Source: an optimization exercise on an open RTL-to-GDS flow (aim: small area). Production flows keep margins and buffers that such runs may drop.
Only simulation tests tie the RTL to the original design; equivalence was not proved.
No activity file was given, so power comes from the tool's default toggle rates.

Design core_top, start of the top module:
module core_top (
    input  wire        clk,
    input  wire        rst,
    output wire        imem_req_valid,
    input  wire        imem_req_ready,
    output wire [63:0] imem_req_addr,
    input  wire        imem_rsp_valid,
    output wire        imem_rsp_ready,
    input  wire [63:0] imem_rsp_rdata,
    output wire        dmem_req_valid,
    input  wire        dmem_req_ready,
    output wire [63:0] dmem_req_addr,
    output wire        dmem_req_we,
    output wire [63:0] dmem_req_wdata,
    input  wire        dmem_rsp_valid,
    output wire        dmem_rsp_ready,
    input  wire [63:0] dmem_rsp_rdata,
    output wire        retire_valid,
    output wire [63:0] retire_pc,
    output wire [4:0]  retire_rd,
    output wire        retire_rd_we,
    output wire [63:0] retire_rd_data
);
    reg  [1:0]  ph;      
    reg         clr;     
    reg         act;     
    reg         ldw;     
    reg         irv;     
    reg  [31:7] ir;      
    reg  [2:0]  cls;     
    reg  [63:2] pc;      
    reg         nf;      
    reg         drop;    
    reg         guess;   
    reg         xd;      
    reg         rt;      
    reg         rval;    
    reg  [4:0]  rrd;
    reg         rwe;
    reg  [20:2] opc;     
    reg         nh;      
    reg         ns;      
    reg         tk;      
    reg         dpend;   
    reg  [2:0]  dout;    
    reg         carry;
  ...
Settings: LEC_CHECK=0, CAP_MARGIN=20, CORE_MARGIN=2, CORE_UTILIZATION=45, CTS_CLUSTER_DIAMETER=120, CTS_CLUSTER_SIZE=25, SETUP_SLACK_MARGIN=0.2, SLEW_MARGIN=20, SYNTH_HIERARCHICAL=1, SYNTH_MINIMUM_KEEP_SIZE=0; clock period 7.0 ns.
standard.sh (not shown) runs the stock make flow with config.mk's settings and CLKGATE_MAP_FILE= SYNTH_SCRIPT=/design/flow/synth_recipe.tcl, a recipe that flattens the netlist after the stock synthesis.
==> flow/flow/run.sh <==
#!/bin/bash
# The standard layout (the standard.sh, ORFS from synthesis to the final
# layout) with two changes: the buffers that buffer_ports puts on every input
# and output port are sky130_fd_sc_hd__buf_1 instead of the cell it picks by
# default, and clock tree synthesis inserts no dummy loads.  The full make
# output goes to standard.log in this folder; ORFS's own per-step logs are
# under orfs/logs.
set -euo pipefail
bash standard.sh \
  "BUFFER_PORTS_ARGS=-buffer_cell sky130_fd_sc_hd__buf_1" \
  "CTS_ARGS=-sink_clustering_enable -repair_clock_nets -sink_clustering_size 25 -sink_clustering_max_diameter 120 -dont_use_dummy_load" \
  finish > standard.log 2>&1
Rerun with:
CORE_UTILIZATION = 55   (was 45)
Synthesized cell count does not change.
Non-clock buffer count rises by 5.
Routed wire length went down by 3.9%.
Power rose by 0.39%.
Global-route usage went up by 5.7 points.
Cell area drops by 0.57%.
Die area decreases by 18%.
Setup slack got worse by 0.033 ns.


Setup of north:
Another version of the RTL of core_top (not shown whole).
Size: roughly 6200 cells after synthesis, roughly 470 I/O pins, ~71000 um^2 of cells after synthesis.
Settings: LEC_CHECK=0, CAP_MARGIN=20, CORE_MARGIN=2, CORE_UTILIZATION=55, CTS_CLUSTER_DIAMETER=120, CTS_CLUSTER_SIZE=25, SETUP_SLACK_MARGIN=0.2, SLEW_MARGIN=20, SYNTH_HIERARCHICAL=1, SYNTH_MINIMUM_KEEP_SIZE=0; clock period 7.0 ns.
==> flow/flow/run.sh <==
#!/bin/bash
# The standard layout (the standard.sh, ORFS from synthesis to the final
# layout) with these changes:
#  - the buffers that buffer_ports puts on every input and output port are
#    sky130_fd_sc_hd__buf_1 instead of the cell it picks by default;
#  - clock tree synthesis inserts no dummy loads.
# The full make output goes to standard.log in this folder; ORFS's own
# per-step logs are under orfs/logs.
set -euo pipefail
here=$(pwd)
bash standard.sh \
  "SYNTH_SCRIPT=$here/flow/synth.tcl" \
  "BUFFER_PORTS_ARGS=-buffer_cell sky130_fd_sc_hd__buf_1" \
  "CTS_ARGS=-sink_clustering_enable -repair_clock_nets -sink_clustering_size 25 -sink_clustering_max_diameter 120 -dont_use_dummy_load" \
  finish > standard.log 2>&1
==> flow/flow/area.abc <==
strash
dch
map -a
topo
==> flow/flow/speed.abc <==
&get -n
&st
&dch
&nf
&st
&syn2
&if -g -K 6
&synch2
&nf
&st
&syn2
&if -g -K 6
&synch2
&nf
&st
&syn2
&if -g -K 6
&synch2
&nf
&st
&syn2
&if -g -K 6
&synch2
&nf
&st
&syn2
&if -g -K 6
&synch2
&nf
&put
==> flow/flow/synth.tcl <==
proc synth {args} { yosys synth -nofsm -noshare {*}$args }
set ::area_abc [file join [file dirname [info script]] area.abc]
set ::speed_abc [file join [file dirname [info script]] speed.abc]
proc with_script {script arglist} {
  set a {}
  set skip 0
  foreach x $arglist {
    if {$skip} { lappend a $script; set skip 0; continue }
    if {$x eq "-script"} { lappend a $x; set skip 1; continue }
    lappend a $x
  }
  return $a
}
proc abc {args} {
  yosys abc {*}[with_script $::area_abc $args] rf_ring pc_upper fetch_stage
  yosys abc {*}[with_script $::speed_abc $args] core_top reg_file rf_port_a rf_port_b execute_stage writeback_stage
}
source $::env(SCRIPTS_DIR)/synth.tcl
# left out here: clear keep_hierarchy, flatten, clean up, hide names made inside functions, write 1_2_yosys.v
Per the final summary, north finished and its layout is clean on timing, DRC and antenna.
### north -> south
-- flow/flow/run.sh --
<<< north, line 14
  "CTS_ARGS=-sink_clustering_enable -repair_clock_nets -sink_clustering_size 25 -sink_clustering_max_diameter 120 -dont_use_dummy_load" \
>>> south, line 14
  "CTS_ARGS=-sink_clustering_enable -repair_clock_nets -sink_clustering_size 30 -sink_clustering_max_diameter 80 -dont_use_dummy_load" \
-- flow/flow/synth.tcl --
<<< north, line 15
  yosys abc {*}[with_script $::area_abc $args] rf_ring pc_upper fetch_stage
  yosys abc {*}[with_script $::speed_abc $args] core_top reg_file rf_port_a rf_port_b execute_stage writeback_stage
>>> south, line 15
  yosys abc {*}[with_script $::area_abc $args] rf_ring pc_upper
  yosys abc {*}[with_script $::speed_abc $args] core_top reg_file rf_port_a rf_port_b execute_stage fetch_stage writeback_stage
--- outcome ---
Global-route wire length before repair in south is about 3% below north.
The capture point of the worst path comes out dmem_req_addr[63] in one run and dmem_req_addr[58] in the other, namely in south and north respectively.
Changes observed in south relative to north: well-tap cell count closely matched the old numbers; share of the cycle needed by the critical path after routing down 0.32 points; fraction of final layout cells with drive strength greater than 1 lost 0.50 points.
south went all the way through the flow, and no timing, DRC or antenna check failed.
From north to south the numbers moved as follows: global router's overall resource usage moved down; die outline area level; combinational power moved up.
Inputs modified between south and east:
- CORE_UTILIZATION changed from 55 to 62
-- flow/flow/run.sh --
<<< south, line 14
  "CTS_ARGS=-sink_clustering_enable -repair_clock_nets -sink_clustering_size 30 -sink_clustering_max_diameter 80 -dont_use_dummy_load" \
>>> east, line 14
  "CTS_ARGS=-sink_clustering_enable -repair_clock_nets -sink_clustering_size 25 -sink_clustering_max_diameter 120 -dont_use_dummy_load" \
## What came out
- east finished end to end and its layout was clean on timing, DRC and antenna.
- Compared with south, the router placed more vias in east.
- The higher total power came out of south.
- Routed wire length on met2 in east vs south: down about 4%
- east vs. south: combinational cell fraction of total power went down by 1.0 points; design area closely matched the old numbers; global-route met3 utilization now smaller; global-route usage went up by 2.8 points.
- Any difference in reg-to-reg setup timing slack between south and east is small enough to ignore.
- Setup slack: east < south
Modified inputs, west compared to east
- CORE_UTILIZATION now 55, was 62
### Flow results
Every stage of the flow completed for west, and the final layout passed the timing, design-rule and antenna checks. Taking east as the reference, in west maximum frequency moved up, pre-CTS setup slack moved up. west falls short of east in overall power consumption. west vs east, worst reg2reg path depth went up by 7. Between east and west, the cell count went up. Multi-input gate share of total cell area (higher): east. west gives more area overhead of the layout relative to synthesis than east did. Worst-case hold slack essentially unchanged between east and west.
Relative to west, the following input files were edited for middle:
- SETUP_SLACK_MARGIN changed from 0.2 to 0.1
--- outcome ---
middle finished every stage and its layout cleared the timing, design-rule and antenna checks. Share of the clock period used by the worst path after layout (middle over west): increase, 0.56 points. west → middle: power density of the placed cells flat; endpoint arrival time on the critical path up 0.04 ns; instance count of the mapped netlist flat; worst setup slack after layout down 0.039 ns; non-filler instance count after layout flat. Relative to west, number of DRC markers after the initial detailed-route iteration has decreased by 7.0% in middle. The proportion of cell area occupied by multi-input gates on west is in line with that on middle.


The RTL this note starts from:
==> flow/design.v <==
`timescale 1ns/1ps
`default_nettype none
module core_top (
    input  wire        clk,
    input  wire        rst,
    output wire        imem_req_valid,
    input  wire        imem_req_ready,
    output wire [63:0] imem_req_addr,
    input  wire        imem_rsp_valid,
    output wire        imem_rsp_ready,
    input  wire [63:0] imem_rsp_rdata,
    output wire        dmem_req_valid,
    input  wire        dmem_req_ready,
    output wire [63:0] dmem_req_addr,
    output wire        dmem_req_we,
    output wire [63:0] dmem_req_wdata,
    input  wire        dmem_rsp_valid,
    output wire        dmem_rsp_ready,
    input  wire [63:0] dmem_rsp_rdata,
    output wire        retire_valid,
    output wire [63:0] retire_pc,
    output wire [4:0]  retire_rd,
    output wire        retire_rd_we,
    output wire [63:0] retire_rd_data
);
    reg  [1:0]  ph;      
    reg         clr;     
    reg         act;     
    reg         ldw;     
    reg         irv;     
    reg  [31:0] ir;
    reg  [63:2] pc;      
    reg         nf;      
    reg         drop;    
    reg         flip;    
    reg         xd;      
    reg         tk;      
    reg         dpend;   
    reg  [2:0]  dout;    
    reg         carry;
    reg         eqacc;
    reg  [63:0] rr;      
    reg  [63:0] ww;      
    wire ph0 = (ph == 2'd0);
    wire ph3 = (ph == 2'd3);
    wire [6:0]  opcode = ir[6:0];
    wire [2:0]  f3     = ir[14:12];
    wire [4:0]  rd     = ir[11:7];
    wire [4:0]  rs1    = ir[19:15];
    wire [4:0]  rs2    = ir[24:20];
    wire is_op   = (opcode == 7'b0110011) && (f3 == 3'b000 || f3 == 3'b100 || f3[2:1] == 2'b11);
    wire is_addi = (opcode == 7'b0010011) && (f3 == 3'b000);
    wire is_ld   = (opcode == 7'b0000011) && (f3 == 3'b011);
    wire is_sd   = (opcode == 7'b0100011) && (f3 == 3'b011);
    wire is_br   = (opcode == 7'b1100011) && (f3[2:1] == 2'b00);
    wire is_jal  = (opcode == 7'b1101111);
    wire known   = is_op | is_addi | is_ld | is_sd | is_br | is_jal;
    wire writes  = is_op | is_addi | is_ld | is_jal;
    wire is_sub  = is_op && (f3 == 3'b000) && ir[30];
    wire use_imm = is_addi | is_ld | is_sd;
    wire        run;
    wire        wen;
    wire [15:0] wd;
    wire [16*32-1:0] ring_out;
    assign ring_out[15:0] = 16'd0;
    genvar g;
    generate
        for (g = 1; g < 32; g = g + 1) begin : gr
            reg  [63:0] s;
            wire        we_g = clr | (wen && rd == g);
            always @(posedge clk) begin
                s <= {s[47:0], we_g ? wd : s[63:48]};
            end
            assign ring_out[16*g +: 16] = s[63:48];
        end
    endgenerate
    wire [15:0] a_rf = ring_out[16*rs1 +: 16];
    wire [15:0] b_rf = ring_out[16*rs2 +: 16];
    wire [11:0] imm12 = is_sd ? {ir[31:25], ir[11:7]} : ir[31:20];
    wire [15:0] immc  = ph0 ? {{4{imm12[11]}}, imm12} : {16{imm12[11]}};
    wire [63:0] pcx   = {pc, 2'b00};
    reg  [15:0] pcc;
    always @(*) begin
        case (ph)
            2'd0:    pcc = pcx[15:0];
            2'd1:    pcc = pcx[31:16];
            2'd2:    pcc = pcx[47:32];
            default: pcc = pcx[63:48];
        endcase
    end
    wire [15:0] op_a = is_jal ? pcc : a_rf;
    wire [15:0] op_b = is_jal ? {13'd0, ph0, 2'b00} : (use_imm ? immc : b_rf);
    wire        cin  = ph0 ? is_sub : carry;
    wire [16:0] sum  = {1'b0, op_a} + {1'b0, is_sub ? ~op_b : op_b} + {16'd0, cin};
    reg  [15:0] alu;
    always @(*) begin
        if (is_op && f3[2]) begin
            case (f3[1:0])
                2'b00:   alu = op_a ^ op_b;
                2'b10:   alu = op_a | op_b;
                default: alu = op_a & op_b;
            endcase
        end else begin
            alu = sum[15:0];
        end
    end
    reg [15:0] ldc;
    always @(*) begin
        case (ph)
            2'd0:    ldc = dmem_rsp_rdata[15:0];
            2'd1:    ldc = dmem_rsp_rdata[31:16];
            2'd2:    ldc = dmem_rsp_rdata[47:32];
            default: ldc = dmem_rsp_rdata[63:48];
        endcase
    end
    wire [15:0] res = ldw ? ldc : alu;
    assign wd  = clr ? 16'd0 : res;
    assign wen = run && (ldw || (writes && !is_ld));
    wire eq    = eqacc && (a_rf == b_rf);
    wire taken = f3[0] ? !eq : eq;
    wire ld_rsp = !dpend && dout == 3'd1 && dmem_rsp_valid;
    wire start  = !clr && irv && !xd && !dpend && (ldw ? ld_rsp : known);
    assign run  = ph0 ? start : act;
    wire end_rnd = run && ph3;
    wire end_fin = end_rnd && (ldw || !is_ld);    
    wire mem_iss = end_rnd && !ldw && (is_ld || is_sd);
    wire pred     = is_jal || (is_br && f3[0]);   
    wire guess    = pred ^ flip;
    wire tk_now   = end_fin ? taken : tk;
    wire mis      = is_br && (tk_now != guess);
    wire done     = irv && (end_fin || xd || !known);
    wire store_ok = !is_sd || !dmem_req_valid || dmem_req_ready;
    wire advance  = done && nf && !mis && store_ok;
    wire fixup    = done && nf && mis;
    wire [18:0] joff = is_jal ? {ir[31], ir[19:12], ir[20], ir[30:22]}
                              : {{9{ir[31]}}, ir[7], ir[30:25], ir[11:9]};
    wire [63:2] addend = !irv ? 62'd0 : guess ? {{43{joff[18]}}, joff} : 62'd1;
    wire [63:2] npc    = pc + addend;
    wire [63:2] pc_d   = advance ? npc : pc;
    wire ld_ir = (!irv || advance) && nf && !drop && imem_rsp_valid;
    assign imem_req_valid = !nf;
    assign imem_req_addr  = {npc[63:3], 3'b000};
    assign imem_rsp_ready = drop || ((!irv || advance) && nf);
    wire byp = end_rnd;
    assign dmem_req_valid = dpend || mem_iss;
    assign dmem_req_we    = is_sd;
    assign dmem_req_addr  = {byp ? res : rr[63:48], rr[47:0]};
    assign dmem_req_wdata = {byp ? b_rf : ww[63:48], ww[47:0]};
    assign dmem_rsp_ready = !(ldw && !dpend && dout == 3'd1) || (end_rnd && ldw);
    assign retire_valid   = advance && known;
    assign retire_pc      = pcx;
    assign retire_rd      = rd;
    assign retire_rd_we   = writes;
    assign retire_rd_data = dmem_req_addr;
    wire dfire  = dmem_req_valid && dmem_req_ready;
    wire drfire = dmem_rsp_valid && dmem_rsp_ready;
    always @(posedge clk or posedge rst) begin
        if (rst) begin
            ph    <= 2'd0;
            clr   <= 1'b1;
            act   <= 1'b0;
            ldw   <= 1'b0;
            irv   <= 1'b0;
            pc    <= 62'd0;
            nf    <= 1'b0;
            drop  <= 1'b0;
            flip  <= 1'b0;
            xd    <= 1'b0;
            dpend <= 1'b0;
            dout  <= 3'd0;
        end else begin
            ph    <= ph + 2'd1;
            if (ph3) clr <= 1'b0;
            act   <= run && !ph3;
            if (end_rnd) ldw <= !ldw && is_ld;
            pc    <= pc_d;
            if (ld_ir) irv <= 1'b1;
            else if (advance) irv <= 1'b0;
            if (imem_req_ready) nf <= 1'b1;    
            if (ld_ir || fixup) nf <= 1'b0;
            if (fixup) drop <= 1'b1;
            else if (imem_rsp_valid) drop <= 1'b0;
            if (advance) flip <= 1'b0;
            else if (fixup) flip <= 1'b1;
            if (advance) xd <= 1'b0;
            else if (end_fin || fixup) xd <= 1'b1;
            dpend <= dmem_req_valid && !dmem_req_ready;
            dout  <= dout + {2'd0, dfire} - {2'd0, drfire};
        end
    end
    always @(posedge clk) begin
        if (ld_ir) ir <= pc_d[2] ? imem_rsp_rdata[63:32] : imem_rsp_rdata[31:0];
        if (end_fin) tk <= taken;
        if (run) begin
            carry <= sum[16];
            eqacc <= (ph0 || eqacc) && (a_rf == b_rf);
            case (ph)
                2'd0:    begin rr[15:0]  <= res; ww[15:0]  <= b_rf; end
                2'd1:    begin rr[31:16] <= res; ww[31:16] <= b_rf; end
                2'd2:    begin rr[47:32] <= res; ww[47:32] <= b_rf; end
                default: begin rr[63:48] <= res; ww[63:48] <= b_rf; end
            endcase
        end
    end
endmodule
`default_nettype wire
clock: 7.0 ns
lec_check: 0
cap_margin: 20
core_margin: 2
core_utilization: 25
slew_margin: 20
run.sh (not shown) runs the stock make flow with config.mk's settings and CLKGATE_MAP_FILE= SYNTH_SCRIPT=/design/flow/synth_recipe.tcl, a recipe that flattens the netlist after the stock synthesis.
Stock flow here: none of the scripts above is used.
The baseline reached the layout checks and failed them: setup timing.
Edit:
CORE_UTILIZATION = 55   (was 25)
CTS_BUF_LIST = sky130_fd_sc_hd__clkbuf_4 sky130_fd_sc_hd__clkbuf_8   (was default)
The changed run reached the layout checks and failed them: setup timing.
Core utilization rises by 36 points.
Maximum frequency falls by 0.70%.
Design area falls by 4.0%.
Combinational power falls by 4.9%.
Power falls by about 2.4%.
Sequential power is about the same.
Sequential share of layout area rises by 2.0 points.
Worst setup slack gets worse by 53 ps.
Worst hold slack gets worse by 7.3 ps.
Wire length falls by about 11%.

[port drivers added, routing unchanged]
How much do the figures lean on ideal ports? The routed layouts below were timed once more, with nothing changed but the port constraints. Step 1 sets driving cells, clkbuf_16 on the clock port and buf_2 on the other inputs (assumed; they add their load-dependent delay and slew). Step 2 times the ports against the registers' clock, not the clock port: input delays grow and output delays shrink by t, the midpoint of the rising clock arrivals with the driver on. Slacks: ideal / step 1 / step 2; pairs: ideal / step 1.
| run | shift t [ns] | setup WS [ns] | hold slack, ns | worst setup path after step 2 |
|---|---|---|---|---|
| the first run of note 1 | 0.842 | 0.251 / 0.169 / 0.420 | 0.263 / 0.263 / 0.263 | register to register |
| the second run of note 1 | 0.804 | 0.218 / 0.143 / 0.341 | 0.255 / 0.255 / 0.255 | register to register |
| north | 0.811 | 0.224 / 0.147 / 0.391 | 0.277 / 0.277 / 0.277 | register to register |
| south | 0.789 | 0.247 / 0.168 / 0.409 | 0.274 / 0.274 / 0.274 | register to register |
| east | 0.768 | 0.198 / 0.122 / 0.420 | 0.264 / 0.264 / 0.264 | register to register |
| west | 0.773 | 0.268 / 0.193 / 0.475 | 0.264 / 0.264 / 0.264 | register to register |
| middle | 0.775 | 0.229 / 0.154 / 0.308 | 0.264 / 0.264 / 0.264 | register to register |
| the first run of note 3 | 0.924 | -0.492 / -0.586 / 0.338 | 0.282 / 0.282 / 0.282 | register to output |
| the second run of note 3 | 1.062 | -0.544 / -0.617 / 0.445 | 0.275 / 0.275 / 0.275 | register to output |
